What follows belongs to an exercise in optimizing a design on an open flow for a short achievable clock period and few clock cycles per item; a production flow would make more cautious choices. Function was checked by simulation only, so behaviour that the tests miss may differ from the original. No activity file was given, so power comes from the tool's default toggle rates.

<file path="flow/design.v">
module lc4_decoder (
    input  logic [15:0] i_insn,
    output logic [2:0]  o_rs,
    output logic [2:0]  o_rt,       
    output logic [2:0]  o_rd,
    output logic        o_rs_re,
    output logic        o_rt_re,
    output logic        o_rd_we,
    output logic        o_is_load,
    output logic        o_is_store
);
    always_comb begin
        o_rs = 3'd0; o_rt = 3'd0; o_rd = 3'd0;
        o_rs_re = 1'b0; o_rt_re = 1'b0; o_rd_we = 1'b0;
        o_is_load = 1'b0; o_is_store = 1'b0;
        case (i_insn[15:12])
            4'h1: begin
                if (i_insn[5] || !i_insn[3]) begin
                    o_rd    = i_insn[11:9];
                    o_rs    = i_insn[8:6];
                    o_rt    = i_insn[2:0];
                    o_rs_re = 1'b1;
                    o_rt_re = !i_insn[5];   
                    o_rd_we = 1'b1;
                end
            end
            4'h5: begin
                if (i_insn[5:3] == 3'b000) begin
                    o_rd    = i_insn[11:9];
                    o_rs    = i_insn[8:6];
                    o_rt    = i_insn[2:0];
                    o_rs_re = 1'b1;
                    o_rt_re = 1'b1;
                    o_rd_we = 1'b1;
                end
            end
            4'h6: begin
                o_rd      = i_insn[11:9];
                o_rs      = i_insn[8:6];
                o_rs_re   = 1'b1;
                o_rd_we   = 1'b1;
                o_is_load = 1'b1;
            end
            4'h7: begin
                o_rt       = i_insn[11:9];   
                o_rs       = i_insn[8:6];    
                o_rs_re    = 1'b1;
                o_rt_re    = 1'b1;
                o_is_store = 1'b1;
            end
            4'h9: begin
                o_rd    = i_insn[11:9];
                o_rd_we = 1'b1;
            end
            default: ;
        endcase
    end
endmodule
module lc4_alu (
    input  logic [15:0] i_insn,
    input  logic [15:0] i_rs,
    input  logic [15:0] i_rt,
    output logic [15:0] o_result
);
    logic [15:0] imm5, imm6, imm9;
    assign imm5 = {{11{i_insn[4]}}, i_insn[4:0]};
    assign imm6 = {{10{i_insn[5]}}, i_insn[5:0]};
    assign imm9 = {{7{i_insn[8]}}, i_insn[8:0]};
    always_comb begin
        case (i_insn[15:12])
            4'h1: begin
                if (i_insn[5])      o_result = i_rs + imm5;
                else if (i_insn[4]) o_result = i_rs - i_rt;
                else                o_result = i_rs + i_rt;
            end
            4'h5:       o_result = i_rs & i_rt;
            4'h6, 4'h7: o_result = i_rs + imm6;   
            4'h9:       o_result = imm9;
            default:    o_result = 16'd0;
        endcase
    end
endmodule
module lc4_regfile_ss (
    input  logic        gwe,
    input  logic        i_rst_n,
    input  logic [2:0]  i_rs_a,
    input  logic [2:0]  i_rt_a,
    input  logic [2:0]  i_rs_b,
    input  logic [2:0]  i_rt_b,
    input  logic        i_we_a,
    input  logic [2:0]  i_rd_a,
    input  logic [15:0] i_wdata_a,
    input  logic        i_we_b,
    input  logic [2:0]  i_rd_b,
    input  logic [15:0] i_wdata_b,
    output logic [15:0] o_rs_data_a,
    output logic [15:0] o_rt_data_a,
    output logic [15:0] o_rs_data_b,
    output logic [15:0] o_rt_data_b
);
    logic [127:0] regs;
    always_ff @(posedge gwe or negedge i_rst_n) begin
        if (!i_rst_n) begin
            regs <= 128'd0;
        end else begin
            if (i_we_a) regs[i_rd_a*16 +: 16] <= i_wdata_a;
            if (i_we_b) regs[i_rd_b*16 +: 16] <= i_wdata_b;   
        end
    end
    function automatic [15:0] read_port(input [2:0] sel);
        if (i_we_b && i_rd_b == sel)      read_port = i_wdata_b;
        else if (i_we_a && i_rd_a == sel) read_port = i_wdata_a;
        else                              read_port = regs[sel*16 +: 16];
    endfunction
    always_comb begin
        o_rs_data_a = read_port(i_rs_a);
        o_rt_data_a = read_port(i_rt_a);
        o_rs_data_b = read_port(i_rs_b);
        o_rt_data_b = read_port(i_rt_b);
    end
endmodule
module lc4_issue #(
    parameter logic [15:0] PC_RESET = 16'h8200
) (
    input  logic        gwe,
    input  logic        i_rst_n,
    input  logic [15:0] i_insn_a,
    input  logic [15:0] i_insn_b,
    input  logic        i_xa_valid,
    input  logic        i_xa_is_load,
    input  logic [2:0]  i_xa_rd,
    input  logic        i_xb_valid,
    input  logic        i_xb_is_load,
    input  logic [2:0]  i_xb_rd,
    output logic [15:0] o_pc,
    output logic [2:0]  o_rs_a,
    output logic [2:0]  o_rt_a,
    output logic [2:0]  o_rs_b,
    output logic [2:0]  o_rt_b,
    input  logic [15:0] i_rs_data_a,
    input  logic [15:0] i_rt_data_a,
    input  logic [15:0] i_rs_data_b,
    input  logic [15:0] i_rt_data_b,
    output logic        o_a_valid,
    output logic [15:0] o_a_pc,
    output logic [15:0] o_a_insn,
    output logic [2:0]  o_a_rs,
    output logic [2:0]  o_a_rt,
    output logic [2:0]  o_a_rd,
    output logic        o_a_rs_re,
    output logic        o_a_rt_re,
    output logic        o_a_rd_we,
    output logic        o_a_is_load,
    output logic        o_a_is_store,
    output logic [15:0] o_a_rs_data,
    output logic [15:0] o_a_rt_data,
    output logic        o_b_valid,
    output logic [15:0] o_b_pc,
    output logic [15:0] o_b_insn,
    output logic [2:0]  o_b_rs,
    output logic [2:0]  o_b_rt,
    output logic [2:0]  o_b_rd,
    output logic        o_b_rs_re,
    output logic        o_b_rt_re,
    output logic        o_b_rd_we,
    output logic        o_b_is_load,
    output logic        o_b_is_store,
    output logic [15:0] o_b_rs_data,
    output logic [15:0] o_b_rt_data
);
    logic [15:0] pc_q;
    logic        da_valid, db_valid;
    logic [15:0] da_pc, db_pc, da_insn, db_insn;
    logic [2:0] ca_rs, ca_rt, ca_rd, cb_rs, cb_rt, cb_rd;
    logic       ca_rs_re, ca_rt_re, ca_rd_we, ca_ld, ca_st;
    logic       cb_rs_re, cb_rt_re, cb_rd_we, cb_ld, cb_st;
    logic       ldu_a, ldu_b, b_needs_a, both_mem, split;
    lc4_decoder u_dec_a (
        .i_insn(da_insn), .o_rs(ca_rs), .o_rt(ca_rt), .o_rd(ca_rd),
        .o_rs_re(ca_rs_re), .o_rt_re(ca_rt_re), .o_rd_we(ca_rd_we),
        .o_is_load(ca_ld), .o_is_store(ca_st)
    );
    lc4_decoder u_dec_b (
        .i_insn(db_insn), .o_rs(cb_rs), .o_rt(cb_rt), .o_rd(cb_rd),
        .o_rs_re(cb_rs_re), .o_rt_re(cb_rt_re), .o_rd_we(cb_rd_we),
        .o_is_load(cb_ld), .o_is_store(cb_st)
    );
    function automatic load_use(input xv, input xld, input [2:0] xrd,
                                input rs_re, input [2:0] rs,
                                input rt_re, input is_st, input [2:0] rt);
        load_use = xv && xld && ((rs_re && rs == xrd) || (rt_re && !is_st && rt == xrd));
    endfunction
    assign ldu_a = da_valid &&
        (load_use(i_xa_valid, i_xa_is_load, i_xa_rd, ca_rs_re, ca_rs, ca_rt_re, ca_st, ca_rt) ||
         load_use(i_xb_valid, i_xb_is_load, i_xb_rd, ca_rs_re, ca_rs, ca_rt_re, ca_st, ca_rt));
    assign ldu_b = db_valid &&
        (load_use(i_xa_valid, i_xa_is_load, i_xa_rd, cb_rs_re, cb_rs, cb_rt_re, cb_st, cb_rt) ||
         load_use(i_xb_valid, i_xb_is_load, i_xb_rd, cb_rs_re, cb_rs, cb_rt_re, cb_st, cb_rt));
    assign b_needs_a = ca_rd_we &&
                       ((cb_rs_re && cb_rs == ca_rd) || (cb_rt_re && cb_rt == ca_rd));
    assign both_mem  = (ca_ld || ca_st) && (cb_ld || cb_st);
    assign split     = da_valid && db_valid && (b_needs_a || both_mem || ldu_b);
    assign o_pc   = pc_q;
    assign o_rs_a = ca_rs;
    assign o_rt_a = ca_rt;
    assign o_rs_b = cb_rs;
    assign o_rt_b = cb_rt;
    assign o_a_valid    = da_valid && !ldu_a;
    assign o_a_pc       = da_pc;
    assign o_a_insn     = da_insn;
    assign o_a_rs       = ca_rs;
    assign o_a_rt       = ca_rt;
    assign o_a_rd       = ca_rd;
    assign o_a_rs_re    = ca_rs_re;
    assign o_a_rt_re    = ca_rt_re;
    assign o_a_rd_we    = ca_rd_we;
    assign o_a_is_load  = ca_ld;
    assign o_a_is_store = ca_st;
    assign o_a_rs_data  = i_rs_data_a;
    assign o_a_rt_data  = i_rt_data_a;
    assign o_b_valid    = db_valid && !ldu_a && !split;
    assign o_b_pc       = db_pc;
    assign o_b_insn     = db_insn;
    assign o_b_rs       = cb_rs;
    assign o_b_rt       = cb_rt;
    assign o_b_rd       = cb_rd;
    assign o_b_rs_re    = cb_rs_re;
    assign o_b_rt_re    = cb_rt_re;
    assign o_b_rd_we    = cb_rd_we;
    assign o_b_is_load  = cb_ld;
    assign o_b_is_store = cb_st;
    assign o_b_rs_data  = i_rs_data_b;
    assign o_b_rt_data  = i_rt_data_b;
    always_ff @(posedge gwe or negedge i_rst_n) begin
        if (!i_rst_n) begin
            pc_q     <= PC_RESET;
            da_valid <= 1'b0;
            da_pc    <= 16'd0;
            da_insn  <= 16'd0;
            db_valid <= 1'b0;
            db_pc    <= 16'd0;
            db_insn  <= 16'd0;
        end else if (ldu_a) begin
        end else if (split) begin
            da_valid <= db_valid;
            da_pc    <= db_pc;
            da_insn  <= db_insn;
            db_valid <= 1'b1;
            db_pc    <= pc_q;
            db_insn  <= i_insn_a;
            pc_q     <= pc_q + 16'd1;
        end else begin
            da_valid <= 1'b1;
            da_pc    <= pc_q;
            da_insn  <= i_insn_a;
            db_valid <= 1'b1;
            db_pc    <= pc_q + 16'd1;
            db_insn  <= i_insn_b;
            pc_q     <= pc_q + 16'd2;
        end
    end
endmodule
module lc4_lane (
    input  logic        gwe,
    input  logic        i_rst_n,
    input  logic        i_valid,
    input  logic [15:0] i_pc,
    input  logic [15:0] i_insn,
    input  logic [2:0]  i_rs,
    input  logic [2:0]  i_rt,
    input  logic [2:0]  i_rd,
    input  logic        i_rs_re,
    input  logic        i_rt_re,
    input  logic        i_rd_we,
    input  logic        i_is_load,
    input  logic        i_is_store,
    input  logic [15:0] i_rs_data,
    input  logic [15:0] i_rt_data,
    input  logic        i_mb_en,
    input  logic [2:0]  i_mb_rd,
    input  logic [15:0] i_mb_data,
    input  logic        i_ma_en,
    input  logic [2:0]  i_ma_rd,
    input  logic [15:0] i_ma_data,
    input  logic        i_wb_en,
    input  logic [2:0]  i_wb_rd,
    input  logic [15:0] i_wb_data,
    input  logic        i_wa_en,
    input  logic [2:0]  i_wa_rd,
    input  logic [15:0] i_wa_data,
    input  logic [15:0] i_mem_rdata,
    output logic        o_x_valid,
    output logic        o_x_is_load,
    output logic [2:0]  o_x_rd,
    output logic        o_m_en,
    output logic [2:0]  o_m_rd,
    output logic [15:0] o_m_data,
    output logic        o_w_en,
    output logic [2:0]  o_w_rd,
    output logic [15:0] o_w_data,
    output logic        o_mem_ld,
    output logic        o_mem_st,
    output logic [15:0] o_mem_addr,
    output logic [15:0] o_mem_wdata,
    output logic        o_ret_valid,
    output logic [15:0] o_ret_pc,
    output logic [15:0] o_ret_insn,
    output logic        o_ret_rd_we,
    output logic [2:0]  o_ret_rd,
    output logic [15:0] o_ret_wdata,
    output logic        o_ret_dmem_we,
    output logic [15:0] o_ret_dmem_addr
);
    logic        x_valid, x_rs_re, x_rt_re, x_rd_we, x_ld, x_st;
    logic [15:0] x_pc, x_insn, x_rs_data, x_rt_data;
    logic [2:0]  x_rs, x_rt, x_rd;
    logic        m_valid, m_rd_we, m_ld, m_st;
    logic [15:0] m_pc, m_insn, m_rt_data;
    logic [2:0]  m_rt, m_rd;
    logic        w_valid, w_rd_we, w_ld, w_st;
    logic [15:0] w_pc, w_insn;
    logic [2:0]  w_rd;
    logic [15:0] x_rs_v, x_rt_v, x_alu;
    logic [15:0] m_alu, m_st_data;
    logic [15:0] w_alu, w_load, w_data;
    function automatic [15:0] mx_wx(input [2:0] sel, input [15:0] rf_data);
        if (i_mb_en && i_mb_rd == sel)      mx_wx = i_mb_data;
        else if (i_ma_en && i_ma_rd == sel) mx_wx = i_ma_data;
        else if (i_wb_en && i_wb_rd == sel) mx_wx = i_wb_data;
        else if (i_wa_en && i_wa_rd == sel) mx_wx = i_wa_data;
        else                                mx_wx = rf_data;
    endfunction
    always_comb begin
        x_rs_v = mx_wx(x_rs, x_rs_data);
        x_rt_v = mx_wx(x_rt, x_rt_data);
        if (i_wb_en && i_wb_rd == m_rt)      m_st_data = i_wb_data;
        else if (i_wa_en && i_wa_rd == m_rt) m_st_data = i_wa_data;
        else                                 m_st_data = m_rt_data;
    end
    lc4_alu u_alu (.i_insn(x_insn), .i_rs(x_rs_v), .i_rt(x_rt_v), .o_result(x_alu));
    always_ff @(posedge gwe or negedge i_rst_n) begin
        if (!i_rst_n) begin
            x_valid <= 1'b0; x_pc <= 16'd0; x_insn <= 16'd0;
            x_rs <= 3'd0; x_rt <= 3'd0; x_rd <= 3'd0;
            x_rs_re <= 1'b0; x_rt_re <= 1'b0; x_rd_we <= 1'b0; x_ld <= 1'b0; x_st <= 1'b0;
            x_rs_data <= 16'd0; x_rt_data <= 16'd0;
            m_valid <= 1'b0; m_pc <= 16'd0; m_insn <= 16'd0;
            m_rt <= 3'd0; m_rd <= 3'd0; m_rd_we <= 1'b0; m_ld <= 1'b0; m_st <= 1'b0;
            m_rt_data <= 16'd0;
            w_valid <= 1'b0; w_pc <= 16'd0; w_insn <= 16'd0;
            w_rd <= 3'd0; w_rd_we <= 1'b0; w_ld <= 1'b0; w_st <= 1'b0;
        end else begin
            x_valid <= i_valid; x_pc <= i_pc; x_insn <= i_insn;
            x_rs <= i_rs; x_rt <= i_rt; x_rd <= i_rd;
            x_rs_re <= i_rs_re; x_rt_re <= i_rt_re; x_rd_we <= i_rd_we;
            x_ld <= i_is_load; x_st <= i_is_store;
            x_rs_data <= i_rs_data; x_rt_data <= i_rt_data;
            m_valid <= x_valid; m_pc <= x_pc; m_insn <= x_insn;
            m_rt <= x_rt; m_rd <= x_rd; m_rd_we <= x_rd_we; m_ld <= x_ld; m_st <= x_st;
            m_rt_data <= x_rt_v;   
            w_valid <= m_valid; w_pc <= m_pc; w_insn <= m_insn;
            w_rd <= m_rd; w_rd_we <= m_rd_we; w_ld <= m_ld; w_st <= m_st;
        end
    end
    always_ff @(posedge gwe) begin
        m_alu  <= x_alu;
        w_alu  <= m_alu;
        w_load <= i_mem_rdata;
    end
    assign w_data = w_ld ? w_load : w_alu;
    assign o_x_valid   = x_valid;
    assign o_x_is_load = x_ld;
    assign o_x_rd      = x_rd;
    assign o_m_en   = m_valid && m_rd_we && !m_ld;   
    assign o_m_rd   = m_rd;
    assign o_m_data = m_alu;
    assign o_w_en   = w_valid && w_rd_we;
    assign o_w_rd   = w_rd;
    assign o_w_data = w_data;
    assign o_mem_ld    = m_valid && m_ld;
    assign o_mem_st    = m_valid && m_st;
    assign o_mem_addr  = m_alu;
    assign o_mem_wdata = m_st_data;
    assign o_ret_valid     = w_valid;
    assign o_ret_pc        = w_pc;
    assign o_ret_insn      = w_insn;
    assign o_ret_rd_we     = w_valid && w_rd_we;
    assign o_ret_rd        = w_rd;
    assign o_ret_wdata     = w_data;
    assign o_ret_dmem_we   = w_valid && w_st;
    assign o_ret_dmem_addr = (w_ld || w_st) ? w_alu : 16'd0;
endmodule
module lc4_dmem_arbiter (
    input  logic        i_ld_a,
    input  logic        i_st_a,
    input  logic [15:0] i_addr_a,
    input  logic [15:0] i_wdata_a,
    input  logic        i_ld_b,
    input  logic        i_st_b,
    input  logic [15:0] i_addr_b,
    input  logic [15:0] i_wdata_b,
    input  logic [15:0] i_rdata,
    output logic [15:0] o_addr,
    output logic        o_we,
    output logic [15:0] o_wdata,
    output logic [15:0] o_rdata_a,
    output logic [15:0] o_rdata_b
);
    logic act_a, act_b;
    assign act_a = i_ld_a || i_st_a;
    assign act_b = i_ld_b || i_st_b;
    always_comb begin
        o_addr    = 16'd0;   
        o_we      = 1'b0;
        o_wdata   = 16'd0;
        o_rdata_a = 16'd0;
        o_rdata_b = 16'd0;
        if (act_a) begin
            o_addr    = i_addr_a;
            o_we      = i_st_a;
            o_wdata   = i_wdata_a;
            o_rdata_a = i_rdata;
        end else if (act_b) begin
            o_addr    = i_addr_b;
            o_we      = i_st_b;
            o_wdata   = i_wdata_b;
            o_rdata_b = i_rdata;
        end
    end
endmodule
module lc4_processor_ss #(
    parameter logic [15:0] PC_RESET = 16'h8200
) (
    input  logic        gwe,
    input  logic        i_rst_n,
    output logic [15:0] o_cur_pc,
    input  logic [15:0] i_cur_insn_a,     
    input  logic [15:0] i_cur_insn_b,     
    output logic [15:0] o_dmem_addr,
    output logic        o_dmem_we,
    output logic [15:0] o_dmem_towrite,
    input  logic [15:0] i_dmem_rdata,
    output logic        o_retire_a_valid,
    output logic [15:0] o_retire_a_pc,
    output logic [15:0] o_retire_a_insn,
    output logic        o_retire_a_rd_we,
    output logic [2:0]  o_retire_a_rd,
    output logic [15:0] o_retire_a_wdata,
    output logic        o_retire_a_dmem_we,
    output logic [15:0] o_retire_a_dmem_addr,
    output logic        o_retire_b_valid,
    output logic [15:0] o_retire_b_pc,
    output logic [15:0] o_retire_b_insn,
    output logic        o_retire_b_rd_we,
    output logic [2:0]  o_retire_b_rd,
    output logic [15:0] o_retire_b_wdata,
    output logic        o_retire_b_dmem_we,
    output logic [15:0] o_retire_b_dmem_addr
);
    logic [2:0]  rs_a, rt_a, rs_b, rt_b;
    logic [15:0] rd_rs_a, rd_rt_a, rd_rs_b, rd_rt_b;
    logic        a_valid, a_rs_re, a_rt_re, a_rd_we, a_ld, a_st;
    logic [15:0] a_pc, a_insn, a_rs_data, a_rt_data;
    logic [2:0]  a_rs, a_rt, a_rd;
    logic        b_valid, b_rs_re, b_rt_re, b_rd_we, b_ld, b_st;
    logic [15:0] b_pc, b_insn, b_rs_data, b_rt_data;
    logic [2:0]  b_rs, b_rt, b_rd;
    logic        xa_valid, xa_ld, xb_valid, xb_ld;
    logic [2:0]  xa_rd, xb_rd;
    logic        ma_en, mb_en, wa_en, wb_en;
    logic [2:0]  ma_rd, mb_rd, wa_rd, wb_rd;
    logic [15:0] ma_data, mb_data, wa_data, wb_data;
    logic        req_ld_a, req_st_a, req_ld_b, req_st_b;
    logic [15:0] req_addr_a, req_wdata_a, req_addr_b, req_wdata_b;
    logic [15:0] mem_rdata_a, mem_rdata_b;
    lc4_issue #(.PC_RESET(PC_RESET)) u_issue (
        .gwe(gwe), .i_rst_n(i_rst_n),
        .i_insn_a(i_cur_insn_a), .i_insn_b(i_cur_insn_b),
        .i_xa_valid(xa_valid), .i_xa_is_load(xa_ld), .i_xa_rd(xa_rd),
        .i_xb_valid(xb_valid), .i_xb_is_load(xb_ld), .i_xb_rd(xb_rd),
        .o_pc(o_cur_pc),
        .o_rs_a(rs_a), .o_rt_a(rt_a), .o_rs_b(rs_b), .o_rt_b(rt_b),
        .i_rs_data_a(rd_rs_a), .i_rt_data_a(rd_rt_a),
        .i_rs_data_b(rd_rs_b), .i_rt_data_b(rd_rt_b),
        .o_a_valid(a_valid), .o_a_pc(a_pc), .o_a_insn(a_insn),
        .o_a_rs(a_rs), .o_a_rt(a_rt), .o_a_rd(a_rd),
        .o_a_rs_re(a_rs_re), .o_a_rt_re(a_rt_re), .o_a_rd_we(a_rd_we),
        .o_a_is_load(a_ld), .o_a_is_store(a_st),
        .o_a_rs_data(a_rs_data), .o_a_rt_data(a_rt_data),
        .o_b_valid(b_valid), .o_b_pc(b_pc), .o_b_insn(b_insn),
        .o_b_rs(b_rs), .o_b_rt(b_rt), .o_b_rd(b_rd),
        .o_b_rs_re(b_rs_re), .o_b_rt_re(b_rt_re), .o_b_rd_we(b_rd_we),
        .o_b_is_load(b_ld), .o_b_is_store(b_st),
        .o_b_rs_data(b_rs_data), .o_b_rt_data(b_rt_data)
    );
    lc4_regfile_ss u_regfile (
        .gwe(gwe), .i_rst_n(i_rst_n),
        .i_rs_a(rs_a), .i_rt_a(rt_a), .i_rs_b(rs_b), .i_rt_b(rt_b),
        .i_we_a(wa_en), .i_rd_a(wa_rd), .i_wdata_a(wa_data),
        .i_we_b(wb_en), .i_rd_b(wb_rd), .i_wdata_b(wb_data),
        .o_rs_data_a(rd_rs_a), .o_rt_data_a(rd_rt_a),
        .o_rs_data_b(rd_rs_b), .o_rt_data_b(rd_rt_b)
    );
    lc4_lane u_lane_a (
        .gwe(gwe), .i_rst_n(i_rst_n),
        .i_valid(a_valid), .i_pc(a_pc), .i_insn(a_insn),
        .i_rs(a_rs), .i_rt(a_rt), .i_rd(a_rd),
        .i_rs_re(a_rs_re), .i_rt_re(a_rt_re), .i_rd_we(a_rd_we),
        .i_is_load(a_ld), .i_is_store(a_st), .i_rs_data(a_rs_data), .i_rt_data(a_rt_data),
        .i_mb_en(mb_en), .i_mb_rd(mb_rd), .i_mb_data(mb_data),
        .i_ma_en(ma_en), .i_ma_rd(ma_rd), .i_ma_data(ma_data),
        .i_wb_en(wb_en), .i_wb_rd(wb_rd), .i_wb_data(wb_data),
        .i_wa_en(wa_en), .i_wa_rd(wa_rd), .i_wa_data(wa_data),
        .i_mem_rdata(mem_rdata_a),
        .o_x_valid(xa_valid), .o_x_is_load(xa_ld), .o_x_rd(xa_rd),
        .o_m_en(ma_en), .o_m_rd(ma_rd), .o_m_data(ma_data),
        .o_w_en(wa_en), .o_w_rd(wa_rd), .o_w_data(wa_data),
        .o_mem_ld(req_ld_a), .o_mem_st(req_st_a), .o_mem_addr(req_addr_a),
        .o_mem_wdata(req_wdata_a),
        .o_ret_valid(o_retire_a_valid), .o_ret_pc(o_retire_a_pc), .o_ret_insn(o_retire_a_insn),
        .o_ret_rd_we(o_retire_a_rd_we), .o_ret_rd(o_retire_a_rd), .o_ret_wdata(o_retire_a_wdata),
        .o_ret_dmem_we(o_retire_a_dmem_we), .o_ret_dmem_addr(o_retire_a_dmem_addr)
    );
    lc4_lane u_lane_b (
        .gwe(gwe), .i_rst_n(i_rst_n),
        .i_valid(b_valid), .i_pc(b_pc), .i_insn(b_insn),
        .i_rs(b_rs), .i_rt(b_rt), .i_rd(b_rd),
        .i_rs_re(b_rs_re), .i_rt_re(b_rt_re), .i_rd_we(b_rd_we),
        .i_is_load(b_ld), .i_is_store(b_st), .i_rs_data(b_rs_data), .i_rt_data(b_rt_data),
        .i_mb_en(mb_en), .i_mb_rd(mb_rd), .i_mb_data(mb_data),
        .i_ma_en(ma_en), .i_ma_rd(ma_rd), .i_ma_data(ma_data),
        .i_wb_en(wb_en), .i_wb_rd(wb_rd), .i_wb_data(wb_data),
        .i_wa_en(wa_en), .i_wa_rd(wa_rd), .i_wa_data(wa_data),
        .i_mem_rdata(mem_rdata_b),
        .o_x_valid(xb_valid), .o_x_is_load(xb_ld), .o_x_rd(xb_rd),
        .o_m_en(mb_en), .o_m_rd(mb_rd), .o_m_data(mb_data),
        .o_w_en(wb_en), .o_w_rd(wb_rd), .o_w_data(wb_data),
        .o_mem_ld(req_ld_b), .o_mem_st(req_st_b), .o_mem_addr(req_addr_b),
        .o_mem_wdata(req_wdata_b),
        .o_ret_valid(o_retire_b_valid), .o_ret_pc(o_retire_b_pc), .o_ret_insn(o_retire_b_insn),
        .o_ret_rd_we(o_retire_b_rd_we), .o_ret_rd(o_retire_b_rd), .o_ret_wdata(o_retire_b_wdata),
        .o_ret_dmem_we(o_retire_b_dmem_we), .o_ret_dmem_addr(o_retire_b_dmem_addr)
    );
    lc4_dmem_arbiter u_dmem_arb (
        .i_ld_a(req_ld_a), .i_st_a(req_st_a), .i_addr_a(req_addr_a), .i_wdata_a(req_wdata_a),
        .i_ld_b(req_ld_b), .i_st_b(req_st_b), .i_addr_b(req_addr_b), .i_wdata_b(req_wdata_b),
        .i_rdata(i_dmem_rdata),
        .o_addr(o_dmem_addr), .o_we(o_dmem_we), .o_wdata(o_dmem_towrite),
        .o_rdata_a(mem_rdata_a), .o_rdata_b(mem_rdata_b)
    );
endmodule
</file>
<file path="flow/run.sh">
#!/bin/bash
# synth_recipe.tcl (not shown) runs the flow's synth.tcl, then flattens the netlist and writes it again
# the make line also repeats each setting of config.mk as NAME=value (left out here)
make -C /OpenROAD-flow-scripts/flow DESIGN_CONFIG=/design/flow/config.mk WORK_HOME=/design/flow/orfs CLKGATE_MAP_FILE= SYNTH_SCRIPT=/design/flow/synth_recipe.tcl finish
</file>
<file path="flow/config.mk">
export PLATFORM = sky130hd
export DESIGN_NAME = lc4_processor_ss
export DESIGN_NICKNAME = lc4_processor_ss
export VERILOG_FILES = /design/flow/design.v
export SDC_FILE = /design/flow/constraint.sdc
export NUM_CORES = 4
export LEC_CHECK = 0
export CAP_MARGIN = 20
export CORE_MARGIN = 2
export CORE_UTILIZATION = 40
export SLEW_MARGIN = 20
</file>
<file path="flow/constraint.sdc">
create_clock -name core_clock -period 6.5 [get_ports {gwe}]
set_input_delay 1.3000 -clock core_clock [delete_from_list [all_inputs] [get_ports {gwe}]]
set_output_delay 1.3000 -clock core_clock [all_outputs]
set_load 0.01 [all_outputs]
</file>
==> impl_metrics.ini <==
[timing]
worstMarginPinSlew_ps = 1202
hold_viol = 0
drv_slew = 0
period_share_pct = 93.06
setup_viol = 0
skew_ps = 28.92
rsz0062_at_grt = no
fin_crit_ps = 6049
slew_headroom_pct = 19.90
max_freq_mhz = 165.3
tns_ps = 0

[clock_network]
htree_levels = 3
holdBufCountCts = 0
clockRootBuffer = clkbuf_16
cts_sinks = 654
cts_buffer_depth = 3
path_clk_slew_ps = 60
clkLatencyLatePin_ps = 650
cts-buffers-inserted = 74
cts_tree = built

[final_layout]
area_growth_pct = 18.23
registers.top_by_ff_count = u_regfile.regs
largest_register_ffs = 128
instances_no_fill = 5397
layout-drive-gt1-share_pct = 10.23
fin_area_um2 = 42500
nFillCells = 8315
fin_nets = 4275

[worst_setup_path]
r2r_slack_ps = 450
crit_fanout = 7
start_kind = register
endpoint_kind = register
rr_startpoint = u_lane_a.x_rt[1]
cp.required_ps = 7000
r2r_end = u_lane_a.m_alu[15]
cp.arrival_ps = 6550
criticalPathCategory = register to register
worstRegToRegCells = 23

[global_route]
antenna_found_initial = 7
grt_overflow = 0
grt_first_pass_wirelength_mm = 205.6
grt_start_max_net_pins = 192
track_usage_pct = 29.00
grt_pass1_vias = 30460

[placement]
gp_congestion = 0.9387
port_buffers = 238
placed_cells = 5257
dp_hpwl_mm = 96.11
place_area_um2 = 39830

[outcome]
status = no timing/DRC/antenna violations

[logic_synthesis]
synth_area_um2 = 35950
synth_flop_cell = dfrtp_1
synth_edf_count = 0
ys_seq_area_share_pct = 44.20
yosys_warnings = 6
ys_ff_latch = 654
synth_nets = 4134
async_reset_ff_share_pct = 85.32
syn_inst = 4029
avgSynthCellArea_um2 = 8.922
synth_cell_types = 87

[pwr]
p_seq_share_pct = 35.5
peakVddDrop_mv = 0.1721
p_switching_mw = 5.546
internal-power_mw = 9.289
powerDensity_nw_per_um2 = 349.1
sw_frac_of_total_pct = 37.38
pwr-share-comb_pct = 34.4
p_leak_nw = 18.18
power_frac_clock_pct = 30.1

[drt]
dr.pass1.iters = 10
wl_per_cell_um = 25.46
vias_per_cell = 6.090
vias = 32870
wirelength_mm = 137.4
drc = 0
drtAntennaViolNets = 0
drtIter0Drc = 4105

[floorplan]
die_h_um = 303.8
initial_core_util_pct = 40.49
dieArea_um2 = 92280
die_w_um = 303.8
core_um2 = 88780
std_cell_rows = 109
ios = 239

[worst_hold_path]
hold-path-endpoint = u_lane_a.m_rd_we
hold_path.class = register to register
hp-start = u_lane_a.x_rd_we
holdPathStages = 0

[run]
maxCapViolCount = 0
worst max path at each step:
stage,from,endpoint,cells after the start
after floorplan,u_lane_a.w_rd[1],u_lane_a.m_alu[15],27
after global placement,u_lane_a.x_rt[0],u_lane_a.m_alu[15],23
after detailed placement,u_lane_a.m_rd[1],u_lane_a.m_alu[15],25
after CTS,u_lane_a.x_rt[1],u_lane_a.m_alu[15],25
after global routing,u_lane_b.m_ld,u_lane_a.m_alu[15],24
final,u_lane_a.x_rt[1],u_lane_a.m_alu[15],23
area by class of cell:
class,instances,area [µm²],share of cell area (%)
sequential,654,15890,37.40
timing repair buffer,383,3546,8.343
multi-input combinational,2955,18610,43.79
antenna,1,2.502,0.005888
clock inverter,34,431.7,1.016
inverter,102,385.4,0.9068
clock buffer,103,2175,5.117
tap,1165,1458,3.430
cell usage after synthesis, types with 6 or more instances:
master | number | area share, %
inv_1 | 92 | 0.96
mux2i_1 | 158 | 4.4
a211oi_1 | 10 | 0.21
o21bai_1 | 13 | 0.27
nor3b_1 | 11 | 0.23
o221ai_1 | 42 | 1.0
buf_1 | 19 | 0.20
o211ai_1 | 38 | 0.79
nand2_1 | 684 | 7.1
dfrtp_1 | 556 | 39
or2_2 | 11 | 0.19
a31oi_1 | 90 | 1.6
clkbuf_1 | 275 | 2.9
buf_2 | 19 | 0.26
a22o_1 | 37 | 0.90
a311oi_1 | 35 | 0.85
mux2_2 | 69 | 2.2
xnor2_1 | 104 | 2.5
nand3_1 | 135 | 1.9
nand4_1 | 22 | 0.38
o221a_2 | 9 | 0.28
nand2b_1 | 9 | 0.16
o22ai_1 | 119 | 2.1
nor2b_1 | 52 | 0.91
clkinv_1 | 6 | 0.063
a21o_1 | 8 | 0.17
a21oi_1 | 159 | 2.2
dfxtp_1 | 96 | 5.3
a22oi_1 | 134 | 2.8
xor2_1 | 106 | 2.6
nor4_1 | 39 | 0.68
nand3b_1 | 9 | 0.19
a221o_1 | 14 | 0.39
o21ai_0 | 384 | 5.3
nor2_1 | 133 | 1.4
ha_1 | 53 | 1.8
or3_1 | 8 | 0.14
and2_1 | 63 | 1.1
and3_1 | 67 | 1.2
nor3_1 | 27 | 0.38
nand4b_1 | 16 | 0.39
cells in the final DEF (no fill, tap or decap), drive strengths merged, types with 22 or more instances in the layout:
| master | instances |
|---|---|
| dfxtp | 96 |
| a22oi | 134 |
| clkbuf | 103 |
| dfrtp | 556 |
| nor2 | 135 |
| nand4 | 22 |
| nand2 | 684 |
| o21ai | 385 |
| o221ai | 45 |
| mux2 | 69 |
| nand3 | 135 |
| a311oi | 35 |
| buf | 146 |
| nor2b | 52 |
| o22ai | 119 |
| a31oi | 90 |
| a22o | 37 |
| ha | 53 |
| xnor2 | 104 |
| o211ai | 39 |
| nor4 | 46 |
| a21oi | 159 |
| and2 | 63 |
| mux2i | 158 |
| nor3 | 30 |
| xor2 | 106 |
| clkinv | 26 |
| inv | 101 |
| and3 | 67 |
| clkdlybuf4s50 | 237 |
repair_timing:
| action | in CTS | in global routing |
|---|---|---|
| endpoints found under the setup margin | 0 | 1 |
| endpoints found under the hold margin | 0 | 0 |
| setup buffers | 0 | 1 |
| gates resized for setup | 0 | 5 |
layer usage:
| layer | wire, µm | up-vias | track usage, % |
|---|---|---|---|
| met2 | 59480 | 1913 | 43.36 |
| met5 | 17 | - | 0 |
| met4 | 4143 | 2 | 8.249 |
| met3 | 14100 | 289 | 5.564 |
| met1 | 59640 | 15970 | 42.59 |
| li1 | - | 14700 | - |
metrics by stage:
step           total power [mW]  util, %  setup WS, ps  hold slack (ps)
5_1_grt                   15.51    47.87         21.38            345.5
4_1_cts                   14.71    47.80         171.3            333.0
3_3_place_gp              10.21    44.87         300.2            331.4
3_5_place_dp              10.25    44.87         221.6            334.7
2_1_floorplan             8.265        -         524.0            331.2
6_report                  14.84    47.87         451.1            329.6
critical path, cell delays in order (launching register included):
cell	delay (ps)
dfrtp_1	470
xor2_1	170
or4_4	560
or3b_1	270
o221a_2	300
ha_1	250
nor2_1	130
a21o_1	110
ha_1	220
mux2_2	290
ha_1	300
a21o_1	180
a21oi_1	260
o21bai_1	110
a21oi_1	270
o21bai_1	130
a211o_1	350
a2111oi_2	420
o41ai_2	180
a31oi_2	320
nand3b_1	150
a21oi_1	40
a2111oi_1	350
nand2_1	80
cells by family (layout without fill, tap and decap cells):
group           after synthesis  count (layout)  synth area share (%)
compound gates             1144            1144                 20.32
xor+xnor                    210             210                 5.117
fa+ha+maj                    55              55                 1.956
buf+inv                     420             622                 4.522
flops                       654             654                 44.20
mux                         227             227                 6.561
other cells                   1               2               0.01043
simple gates               1318            1318                 17.31
power by group through the flow:
| stage | Clock (mW) | Combinational, mW | Sequential, mW |
|---|---|---|---|
| after floorplan | 0 | 3.17 | 5.09 |
| after global placement | 0 | 4.89 | 5.32 |
| after detailed placement | 0 | 4.93 | 5.32 |
| after CTS | 4.51 | 4.95 | 5.25 |
| after global routing | 4.69 | 5.50 | 5.32 |
| final | 4.46 | 5.10 | 5.27 |
Testbench counts, summed over its fixed seeds: cycles 9,725, insns 16,000.

-- re-timing with driven ports --
The results above use ideal ports. As a check the final layout listed here was re-extracted and re-timed, cells and wires unchanged.
Step 1 assumes that a clkbuf_16 drives the clock port and a buf_2 every other input.
Step 2 adds t to the input delays and takes it off the output delays; t is the mean of the earliest and latest rising clock arrival at the registers after step 1. Input paths then give back, and output paths get back, about the clock's delay inside the block.
Three values: ideal ports, drivers, drivers and shift; two values: the first two.
t, ns: 0.701
setup WS [ns]: 0.451 / 0.451 / 0.451
latest minus earliest clock arrival (ns): 0.030 / 0.029
pins driven straight from the clock port: 1
After both steps this run still meets setup and hold. The setup slack of this run moves by 0.000 ns with the drivers and by 0.000 ns with both steps.
